This design comes from an exercise in tuning for small area, a short achievable clock period and few clock cycles on the open sky130 flow, not from production work. In this exercise RTL edits were held to simulation tests only and were not proved equivalent to the original. Power is estimated from default activity; no workload was simulated.

$ cat flow/design.v
`default_nettype none
package ss_pkg;
	localparam int WAYS  = 3;   
	localparam int XLEN  = 16;
	localparam int PC_W  = 8;   
	localparam int REG_W = 3;
	localparam logic [3:0] OP_NOP  = 4'h0;
	localparam logic [3:0] OP_ADD  = 4'h1;
	localparam logic [3:0] OP_SUB  = 4'h2;
	localparam logic [3:0] OP_ADDI = 4'h3;
	localparam logic [3:0] OP_BNZ  = 4'h4;   
	localparam logic [3:0] OP_HALT = 4'h5;
endpackage
`default_nettype wire
`timescale 1ns/1ps
`default_nettype none
module reg_file (
	input  logic           clock,
	input  logic           reset,
	input  logic [127:0]   nxt,
	input  logic [7:0]     nxt_nz,
	output logic [127:0]   regs,
	output logic [7:0]     nz
);
	assign regs[15:0] = '0;
	assign nz[0]      = 1'b0;
	always_ff @(posedge clock) begin
		if (!reset)
			nz[7:1] <= '0;
		else
			nz[7:1] <= nxt_nz[7:1];
	end
	always_ff @(posedge clock) begin
		if (!reset)
			regs[127:16] <= '0;
		else
			regs[127:16] <= nxt[127:16];
	end
endmodule
`default_nettype wire
`timescale 1ns/1ps
`default_nettype none
module fetch_unit (
	input  logic         clock,
	input  logic         reset,
	output logic [7:0]   imem_addr,
	input  logic [47:0]  imem_data,
	input  logic [127:0] regs,
	input  logic [7:0]   reg_nz,      
	input  logic [23:0]  x_we,        
	input  logic [47:0]  x_sum,       
	input  logic         x_miss,      
	input  logic [7:0]   x_alt,       
	output logic [2:0]   d_valid,
	output logic [7:0]   d_pc,
	output logic [8:0]   d_rd,
	output logic [23:0]  d_we,
	output logic [2:0]   d_alu,
	output logic [2:0]   d_sub,
	output logic [2:0]   d_halt,
	output logic [47:0]  d_a,
	output logic [47:0]  d_b,
	output logic         d_pred,      
	output logic [1:0]   d_prod,      
	output logic [2:0]   d_prs,       
	output logic [7:0]   d_alt
);
	logic [7:0]  pc;
	logic [7:0]  next_pc;
	logic        stopped;
	logic [8:0]  rd, rs1, rs2;
	logic [2:0]  is_alu, is_sub, is_addi, is_bnz, is_halt, wr, use1, use2;
	logic [47:0] imm;
	logic [23:0] target;
	logic [2:0]  bnz, unk, taken, ends, dep, valid;
	logic [5:0]  prod;                
	logic [47:0] a, b, aa, bb;
	logic        pred;
	logic [1:0]  pprod;
	logic [2:0]  prs;
	logic [7:0]  alt;
	assign imem_addr = pc;
	for (genvar w = 0; w < 3; w++) begin : g_dec
		decode_stage u_dec (
			.instr   (imem_data[16*w +: 16]),
			.rd      (rd[3*w +: 3]),
			.rs1     (rs1[3*w +: 3]),
			.rs2     (rs2[3*w +: 3]),
			.is_alu  (is_alu[w]),
			.is_sub  (is_sub[w]),
			.is_addi (is_addi[w]),
			.is_bnz  (is_bnz[w]),
			.is_halt (is_halt[w]),
			.wr      (wr[w]),
			.use1    (use1[w]),
			.use2    (use2[w]),
			.imm     (imm[16*w +: 16]),
			.target  (target[8*w +: 8])
		);
	end
	always_comb begin
		for (int w = 0; w < 3; w++) begin
			a[16*w +: 16] = regs[16*rs1[3*w +: 3] +: 16];
			b[16*w +: 16] = regs[16*rs2[3*w +: 3] +: 16];
			unk[w] = 1'b0;
			for (int k = 0; k < 3; k++) begin
				if (x_we[8*k + rs1[3*w +: 3]]) begin
					a[16*w +: 16] = x_sum[16*k +: 16];
					unk[w] = 1'b1;
				end
				if (x_we[8*k + rs2[3*w +: 3]])
					b[16*w +: 16] = x_sum[16*k +: 16];
			end
			aa[16*w +: 16] = is_sub[w] ? ~a[16*w +: 16] : a[16*w +: 16];
			bb[16*w +: 16] = is_addi[w] ? imm[16*w +: 16] : b[16*w +: 16];
			dep[w] = 1'b0;
			prod[2*w +: 2] = 2'b00;
			for (int j = 0; j < w; j++) begin   
				if (wr[j] && rd[3*j +: 3] == rs1[3*w +: 3]) begin
					prod[2*w +: 2] = 2'(1 << j);
					unk[w] = 1'b1;
				end
				if (wr[j] && is_alu[w] && ((use1[w] && rd[3*j +: 3] == rs1[3*w +: 3]) ||
						(use2[w] && rd[3*j +: 3] == rs2[3*w +: 3])))
					dep[w] = 1'b1;
			end
			bnz[w]   = is_bnz[w] && target[8*w +: 8] != pc + 8'(w + 1);
			unk[w]   = bnz[w] && unk[w];
			taken[w] = bnz[w] && (unk[w] || reg_nz[rs1[3*w +: 3]]);
			ends[w]  = taken[w] || is_halt[w];
		end
		valid[0] = !stopped;
		valid[1] = valid[0] && !ends[0] && !dep[1];
		valid[2] = valid[1] && !ends[1] && !dep[2];
		pred  = 1'b0;
		pprod = 2'b00;
		prs   = rs1[2:0];
		alt   = pc + 8'd1;
		for (int w = 2; w >= 0; w--) begin   
			if (valid[w] && unk[w]) begin
				pred  = 1'b1;
				pprod = prod[2*w +: 2];
				prs   = rs1[3*w +: 3];
				alt   = pc + 8'(w + 1);
			end
		end
		if (x_miss)
			next_pc = x_alt;   
		else if (valid[0] && taken[0])
			next_pc = target[7:0];
		else if (valid[1] && taken[1])
			next_pc = target[15:8];
		else if (valid[2] && taken[2])
			next_pc = target[23:16];
		else if (valid[2])
			next_pc = pc + 8'd3;
		else if (valid[1])
			next_pc = pc + 8'd2;
		else
			next_pc = pc + 8'd1;   
	end
	always_ff @(posedge clock) begin
		if (!reset) begin
			pc      <= '0;
			stopped <= 1'b0;
		end else begin
			pc      <= next_pc;
			stopped <= stopped | (|(valid & is_halt) && !x_miss);
		end
	end
	always_ff @(posedge clock) begin
		d_valid <= valid;
		d_pc    <= pc;
		d_rd    <= rd;
		for (int w = 0; w < 3; w++)
			for (int r = 0; r < 8; r++)
				d_we[8*w + r] <= valid[w] && wr[w] && rd[3*w +: 3] == 3'(r);
		d_alu   <= is_alu;
		d_sub   <= is_sub;
		d_halt  <= is_halt;
		d_a     <= aa;
		d_b     <= bb;
		d_pred  <= pred;
		d_prod  <= pprod;
		d_prs   <= prs;
		d_alt   <= alt;
		if (!reset || x_miss) begin
			d_valid <= '0;
			d_we    <= '0;
			d_pred  <= 1'b0;
		end
	end
endmodule
`default_nettype wire
`timescale 1ns/1ps
`default_nettype none
module decode_stage (
	input  logic [15:0] instr,
	output logic [2:0]  rd,
	output logic [2:0]  rs1,
	output logic [2:0]  rs2,
	output logic        is_alu,    
	output logic        is_sub,
	output logic        is_addi,
	output logic        is_bnz,
	output logic        is_halt,
	output logic        wr,        
	output logic        use1,      
	output logic        use2,      
	output logic [15:0] imm,       
	output logic [7:0]  target     
);
	logic [3:0] op;
	assign op      = instr[15:12];
	assign rd      = instr[11:9];
	assign rs1     = instr[8:6];
	assign rs2     = instr[5:3];
	assign is_alu  = op == ss_pkg::OP_ADD || op == ss_pkg::OP_SUB || op == ss_pkg::OP_ADDI;
	assign is_sub  = op == ss_pkg::OP_SUB;
	assign is_addi = op == ss_pkg::OP_ADDI;
	assign is_bnz  = op == ss_pkg::OP_BNZ;
	assign is_halt = op == ss_pkg::OP_HALT;
	assign wr      = is_alu && rd != 3'd0;
	assign use1    = (is_alu || is_bnz) && rs1 != 3'd0;
	assign use2    = (op == ss_pkg::OP_ADD || op == ss_pkg::OP_SUB) && rs2 != 3'd0;
	assign imm     = {{10{instr[5]}}, instr[5:0]};
	assign target  = {2'b00, instr[5:0]};
endmodule
`default_nettype wire
`timescale 1ns/1ps
`default_nettype none
module exec_stage (
	input  logic [2:0]   d_valid,
	input  logic [23:0]  d_we,        
	input  logic [2:0]   d_alu,
	input  logic [2:0]   d_sub,
	input  logic [47:0]  d_a,
	input  logic [47:0]  d_b,
	input  logic [127:0] regs,
	input  logic [7:0]   reg_nz,
	output logic [127:0] nxt_regs,
	output logic [7:0]   nxt_nz,
	output logic [2:0]   x_zero,
	output logic [47:0]  sum
);
	for (genvar w = 0; w < 3; w++) begin : g_alu
		ks_add16 u_add (
			.a   (d_a[16*w +: 16]),
			.b   (d_b[16*w +: 16]),
			.inv (d_sub[w]),
			.s   (sum[16*w +: 16])
		);
	end
	always_comb begin
		for (int w = 0; w < 3; w++) begin
			x_zero[w] = (d_a[16*w +: 16] ^ d_b[16*w +: 16]) == (d_sub[w] ? 16'hffff :
				{d_a[16*w +: 15] | d_b[16*w +: 15], 1'b0});
		end
		nxt_regs = regs;
		nxt_nz   = reg_nz;
		for (int w = 0; w < 3; w++)   
			for (int r = 1; r < 8; r++)
				if (d_we[8*w + r]) begin
					nxt_regs[16*r +: 16] = sum[16*w +: 16];
					nxt_nz[r] = !x_zero[w];
				end
	end
endmodule
module ks_add16 (
	input  logic [15:0] a,
	input  logic [15:0] b,
	input  logic        inv,
	output logic [15:0] s
);
	logic [15:0] p, g;
	logic [15:0] gl [5];
	logic [15:0] pl [5];
	always_comb begin
		p = a ^ b;
		g = a & b;
		gl[0] = g;
		pl[0] = p;
		for (int l = 0; l < 4; l++) begin
			for (int i = 0; i < 16; i++) begin
				if (i >= (1 << l)) begin
					gl[l+1][i] = gl[l][i] | (pl[l][i] & gl[l][i - (1 << l)]);
					pl[l+1][i] = pl[l][i] & pl[l][i - (1 << l)];
				end else begin
					gl[l+1][i] = gl[l][i];
					pl[l+1][i] = pl[l][i];
				end
			end
		end
		s = (p ^ {16{inv}}) ^ {gl[4][14:0], 1'b0};
	end
endmodule
`default_nettype wire
`timescale 1ns/1ps
`default_nettype none
module ss_pipeline (
	input  logic         clock,
	input  logic         reset,
	output logic [7:0]   imem_addr,
	input  logic [47:0]  imem_data,
	output logic [2:0]   commit_valid,
	output logic [23:0]  commit_pc,
	output logic [2:0]   commit_wr_en,
	output logic [8:0]   commit_rd,
	output logic [47:0]  commit_data,
	output logic [2:0]   commit_stop,
	output logic         halted
);
	logic [127:0] regs;
	logic [127:0] nxt_regs;
	logic [7:0]   reg_nz;
	logic [7:0]   nxt_nz;
	logic [23:0]  d_we;
	logic [2:0]   x_zero;
	logic [47:0]  sum;
	logic [2:0]   d_valid;
	logic [7:0]   d_pc;
	logic [8:0]   d_rd;
	logic [2:0]   d_alu;
	logic [2:0]   d_sub;
	logic [2:0]   d_halt;
	logic [47:0]  d_a;
	logic [47:0]  d_b;
	logic         d_pred;
	logic [1:0]   d_prod;
	logic [2:0]   d_prs;
	logic [7:0]   d_alt;
	logic         x_nz;
	logic         x_miss;
	assign x_nz   = d_prod != 2'b00 ? |(d_prod & ~x_zero[1:0]) : reg_nz[d_prs];
	assign x_miss = d_pred && !x_nz;
	fetch_unit u_fetch (
		.clock     (clock),
		.reset     (reset),
		.imem_addr (imem_addr),
		.imem_data (imem_data),
		.regs      (regs),
		.reg_nz    (reg_nz),
		.x_we      (d_we),
		.x_sum     (sum),
		.x_miss    (x_miss),
		.x_alt     (d_alt),
		.d_valid   (d_valid),
		.d_pc      (d_pc),
		.d_rd      (d_rd),
		.d_we      (d_we),
		.d_alu     (d_alu),
		.d_sub     (d_sub),
		.d_halt    (d_halt),
		.d_a       (d_a),
		.d_b       (d_b),
		.d_pred    (d_pred),
		.d_prod    (d_prod),
		.d_prs     (d_prs),
		.d_alt     (d_alt)
	);
	reg_file u_reg_file (
		.clock  (clock),
		.reset  (reset),
		.nxt    (nxt_regs),
		.nxt_nz (nxt_nz),
		.regs   (regs),
		.nz     (reg_nz)
	);
	exec_stage u_exec (
		.d_valid  (d_valid),
		.d_we     (d_we),
		.d_alu    (d_alu),
		.d_sub    (d_sub),
		.d_a      (d_a),
		.d_b      (d_b),
		.regs     (regs),
		.reg_nz   (reg_nz),
		.nxt_regs (nxt_regs),
		.nxt_nz   (nxt_nz),
		.x_zero   (x_zero),
		.sum      (sum)
	);
	always_ff @(posedge clock) begin
		commit_valid <= d_valid;
		commit_pc    <= {d_pc + 8'd2, d_pc + 8'd1, d_pc};
		commit_wr_en <= d_alu;
		commit_rd    <= d_rd;
		for (int w = 0; w < 3; w++)
			commit_data[16*w +: 16] <= d_alu[w] ? sum[16*w +: 16] : 16'd0;
		commit_stop  <= d_halt;
		if (!reset)
			commit_valid <= '0;
	end
	always_ff @(posedge clock) begin
		if (!reset)
			halted <= 1'b0;
		else if (|(commit_valid & commit_stop))
			halted <= 1'b1;   
	end
endmodule
`default_nettype wire
$ cat flow/constraint.sdc
create_clock -name core_clock -period 6.0 [get_ports {clock}]
set_input_delay 1.2000 -clock core_clock [delete_from_list [all_inputs] [get_ports {clock}]]
set_output_delay 1.2000 -clock core_clock [all_outputs]
set_load 0.01 [all_outputs]
$ cat flow/run.sh
#!/bin/bash
# synth_recipe.tcl (not shown) runs the flow's synth.tcl, then flattens the netlist and writes it again
# the make line also repeats each setting of config.mk as NAME=value (left out here)
make -C /OpenROAD-flow-scripts/flow DESIGN_CONFIG=/design/flow/config.mk WORK_HOME=/design/flow/orfs CLKGATE_MAP_FILE= SYNTH_SCRIPT=/design/flow/synth_recipe.tcl finish
$ cat flow/config.mk
export PLATFORM = sky130hd
export DESIGN_NAME = ss_pipeline
export DESIGN_NICKNAME = ss_pipeline
export VERILOG_FILES = /design/flow/design.v
export SDC_FILE = /design/flow/constraint.sdc
export NUM_CORES = 4
export LEC_CHECK = 0
export CAP_MARGIN = 20
export CORE_MARGIN = 2
export CORE_UTILIZATION = 40
export SETUP_SLACK_MARGIN = 3
export SLEW_MARGIN = 20
==> impl_metrics.py <==
metrics = {
    "clocking": {
        "cts_tree": "built",
        "cts.clk_slew.worst_paths_ns": 0.06,
        "clk_latency_ns": 0.63,
        "cts_max_level": 2,
        "clock_tree.buffer_depth": 3,
        "numCtsBuffers": 47,
        "cts_root_buf": "clkbuf_16",
        "cts_num_sinks": 381,
    },
    "timing": {
        "rsz0062_at_grt": "true",
        "max_freq_ghz": 0.318,
        "relSlewSlack_pct": 20.2,
        "worst_pin_slew_ns": 1.17,
        "setup_violations": 0,
        "slew_violations": 0,
        "fin_crit_sh_pct": 52.4,
        "fin_crit_ns": 3.14,
        "hold_viol_final": 0,
        "layout_setup_ws_ns": 2.86,
        "skew_ns": 0.0363,
        "finalSetupTns_ns": 0,
    },
    "routing": {
        "drtIter0Drc": 4588,
        "drc": 0,
        "drt_wl_total_um": 133000,
        "vias_per_cell": 6.67,
        "routedWlPerCell_um": 30.8,
        "ant_nets": 0,
        "via_count": 28800,
        "dr.pass1.iters": 8,
    },
    "yosys": {
        "synth-edff-count": 0,
        "synth_cells": 3184,
        "synth_top_area_share_pct": 27.3,
        "ys_seq_elements": 381,
        "synth_warnings": 7,
        "yosys_most_used_dff": "dfxtp_1",
        "yosysMostFrequentCell": "dfxtp_1",
        "synth_top_cell_by_area": "dfxtp_1",
        "ys_async_sr_fraction_pct": 0,
        "netlist_area_mm2": 0.0279,
        "synth_top_cells_by_count": "dfxtp_1 (381), nor2_1 (349), clkbuf_1 (253)",
        "synth_cell_types": 86,
        "synthTopCellsByArea": "dfxtp_1 (27%), mux4_2 (11%), mux2_2 (6.0%)",
        "seq_area_frac_synth_pct": 27.3,
        "syn_avg_cell_area_um2": 8.76,
    },
    "die": {
        "initial_core_util_pct": 40.5,
        "die_x_um": 268,
        "num_io_pins": 149,
        "die_area_mm2": 0.0719,
        "core_area_mm2": 0.0688,
        "fp-row-count": 96,
        "die_h_um": 268,
    },
    "min_path": {
        "hold_path.class": "flop to flop",
        "min-delay-start": "u_fetch.d_rd[7]",
        "hold_depth": 0,
    },
    "place": {
        "dpl_cell_area_mm2": 0.0304,
        "post-place-ws_ns": 1.09,
        "dpl.cell_count": 4067,
        "dp_hpwl_um": 86800,
        "gp_congestion": 1.01,
        "port_buffers": 148,
    },
    "critical_path": {
        "cp-start-kind": "input port",
        "cpLargestDelayFamily": "compound AO/OA/AOI/OAI gates",
        "worst-path-max-fanout": 5,
        "end_kind": "flop",
        "crit_buf_inv": 2,
        "worstSetupStartpoint": "imem_data[22]",
        "cp.depth": 11,
        "regToRegSetupSlack_ns": 2.89,
        "slowest_delay_ns": 0.52,
        "critPathKind": "input port to flop",
        "arrival_ns": 3.66,
        "cpMaxStageDelayCell": "mux4_2",
        "r2r_cells": 12,
        "r2r-start": "u_fetch.d_we[20]",
        "crit_chain": "buf_16, mux4_2, mux2i_4, o2111ai_4, o21bai_4, a221oi_4, nand3_2, buf_12, and2_4, a211oi_2, o22ai_1",
        "required_ns": 6.52,
    },
    "status": {
        "outcome": "finished clean",
    },
    "run": {
        "maxCapViolations": 0,
    },
    "global_routing": {
        "grt_pass1_wl_um": 190000,
        "grt_max_degree": 71,
        "grt_overflow": 0,
        "antenna_found_initial": 6,
        "grt_usage_pct": 35.8,
        "first_global_vias": 27400,
    },
    "final_layout": {
        "fill_cells": 6212,
        "seq_area_mm2": 0.00769,
        "area_growth_syn_to_layout_pct": 27.7,
        "fin_cells": 4308,
        "final_nets": 3488,
        "design_area_mm2": 0.0356,
        "layout-drive-gt1-share_pct": 27.9,
        "multiInputGateArea_mm2": 0.0202,
    },
    "power_and_ir_drop": {
        "power.share.sequential_pct": 23.0,
        "p_clk_share_pct": 22.0,
        "leakage_nw": 13.8,
        "intPower_mw": 7.52,
        "max-vdd-ir-drop_uv": 297,
        "power_density_mw_per_mm2": 384,
        "swShare_pct": 45.1,
        "switchingPower_mw": 6.17,
        "pwr-share-comb_pct": 55.0,
    },
}
-- registers in the layout (all words and copies together), names as in the netlist, 7 cells and up --
register and flops:
u_reg_file.regs 112, commit_data 48, u_fetch.d_a 48, u_fetch.d_b 48
u_fetch.d_we 24, commit_pc 23, commit_rd 9, u_fetch.d_rd 9
u_fetch.d_alt 8, u_fetch.d_pc 8, u_fetch.pc 8, u_reg_file.nz 7
-- worst reg2reg max path, delay by kind of cell, from the launching register on --
family                 cells  cell delay (ns)
buffers and inverters      3             0.56
AOI/OAI and AO/OA          5             0.96
muxes                      2             0.69
and+or+nand+nor            2             0.34
DFF                        1             0.47
-- final timing paths --
kind                                    endpoint
worst max register to register  u_fetch.d_alt[2]
worst min-delay path                commit_rd[7]
worst min register to register      commit_rd[7]
worst max-delay path            u_fetch.d_alt[2]
-- through the flow --
stage               hold slack, ns  util, %  total power [mW]
finish                       0.325     51.8              13.7
global route                 0.331     51.7              14.1
CTS                          0.328     49.8              12.6
detailed placement           0.312     44.1              8.81
global placement             0.311     44.1              8.74
floorplan                    0.310        -              6.39
-- placed cells by master, fill, tap and decap left out, drive strengths merged, types with 28 or more instances in the layout --
| cell | n |
|---|---|
| a211oi | 59 |
| a21oi | 205 |
| a221oi | 104 |
| a222oi | 73 |
| a22oi | 38 |
| and2 | 44 |
| buf | 279 |
| clkbuf | 64 |
| clkdlybuf4s50 | 107 |
| dfxtp | 381 |
| ha | 97 |
| inv | 137 |
| mux2 | 150 |
| mux2i | 84 |
| mux4 | 136 |
| nand2 | 136 |
| nand3 | 28 |
| nor2 | 349 |
| nor2b | 70 |
| nor3 | 40 |
| o211ai | 59 |
| o21ai | 238 |
| xnor2 | 122 |
| xor2 | 85 |
-- power groups by stage --
stage | clock (mW) | combinational, mW | sequential (mW)
finish | 3.01 | 7.53 | 3.15
floorplan | 0 | 3.28 | 3.11
global placement | 0 | 5.56 | 3.18
detailed placement | 0 | 5.62 | 3.19
CTS | 3.05 | 6.45 | 3.14
global route | 3.14 | 7.74 | 3.18
-- logic make-up (layout without fill, tap and decap cells) --
family	Yosys count	after routing	synth area share [%]
AO/OA/AOI/OAI	925	925	22.6
AND/OR/NAND/NOR	744	745	12.3
adder cells (fa/ha/maj)	97	97	4.35
multiplexers	368	370	20.2
buffers and inverters	458	643	6.46
XOR/XNOR	210	210	6.74
other	1	6	0.0134
flip-flops	381	381	27.3
-- what timing repair did --
action                     4_1_cts  5_1_grt
pin swaps                       47       93
setup endpoints to repair      211      166
hold buffers                     0        0
setup buffers                   88       50
cloned                          15        3
resized for setup              333      210
-- metal layers --
metal / track usage [%] / up-vias / wire length (um)
li1: - / 12100 / -
met1: 45.5 / 13900 / 50200
met2: 52.6 / 2207 / 55700
met3: 13.0 / 551 / 18300
met4: 19.8 / 4 / 8700
met5: 0 / - / 29
-- cell type report --
| type | count | area share, % |
|---|---|---|
| Inverter | 138 | 1.57 |
| Multi-Input combinational cell | 2350 | 56.6 |
| Tap cell | 931 | 3.27 |
| Timing Repair Buffer | 422 | 12.4 |
| Timing Repair inverter | 1 | 0.0246 |
| Clock inverter | 23 | 0.839 |
| Clock buffer | 59 | 3.68 |
| Antenna cell | 3 | 0.0211 |
| Sequential cell | 381 | 21.6 |
Testbench counts, summed over its fixed seeds: cycles 4,813.

[separate check: timing with driven ports]
No port has a modelled driver above. Below, the same layout with a new extraction and two added sets of constraints.
Step 1 assumes that a clkbuf_16 drives the clock port and a buf_2 every other input.
Step 2 moves the port delays by t, midway between the first and last clock arrival at a register: inputs arrive t later, outputs are due t later. That takes back most of the time a late clock gives input paths.
Slacks: no drivers / after step 1 / after step 2; pairs: no drivers / after step 1.
shift t [ns]: 0.684
slack for setup (ns): 2.859 / 2.724 / 2.040
hold WS [ns]: 0.325 / 0.325 / 0.325
After both steps setup and hold are still met in this run. The setup slack of this run moves by -0.135 ns with the drivers and by -0.819 ns with both steps.
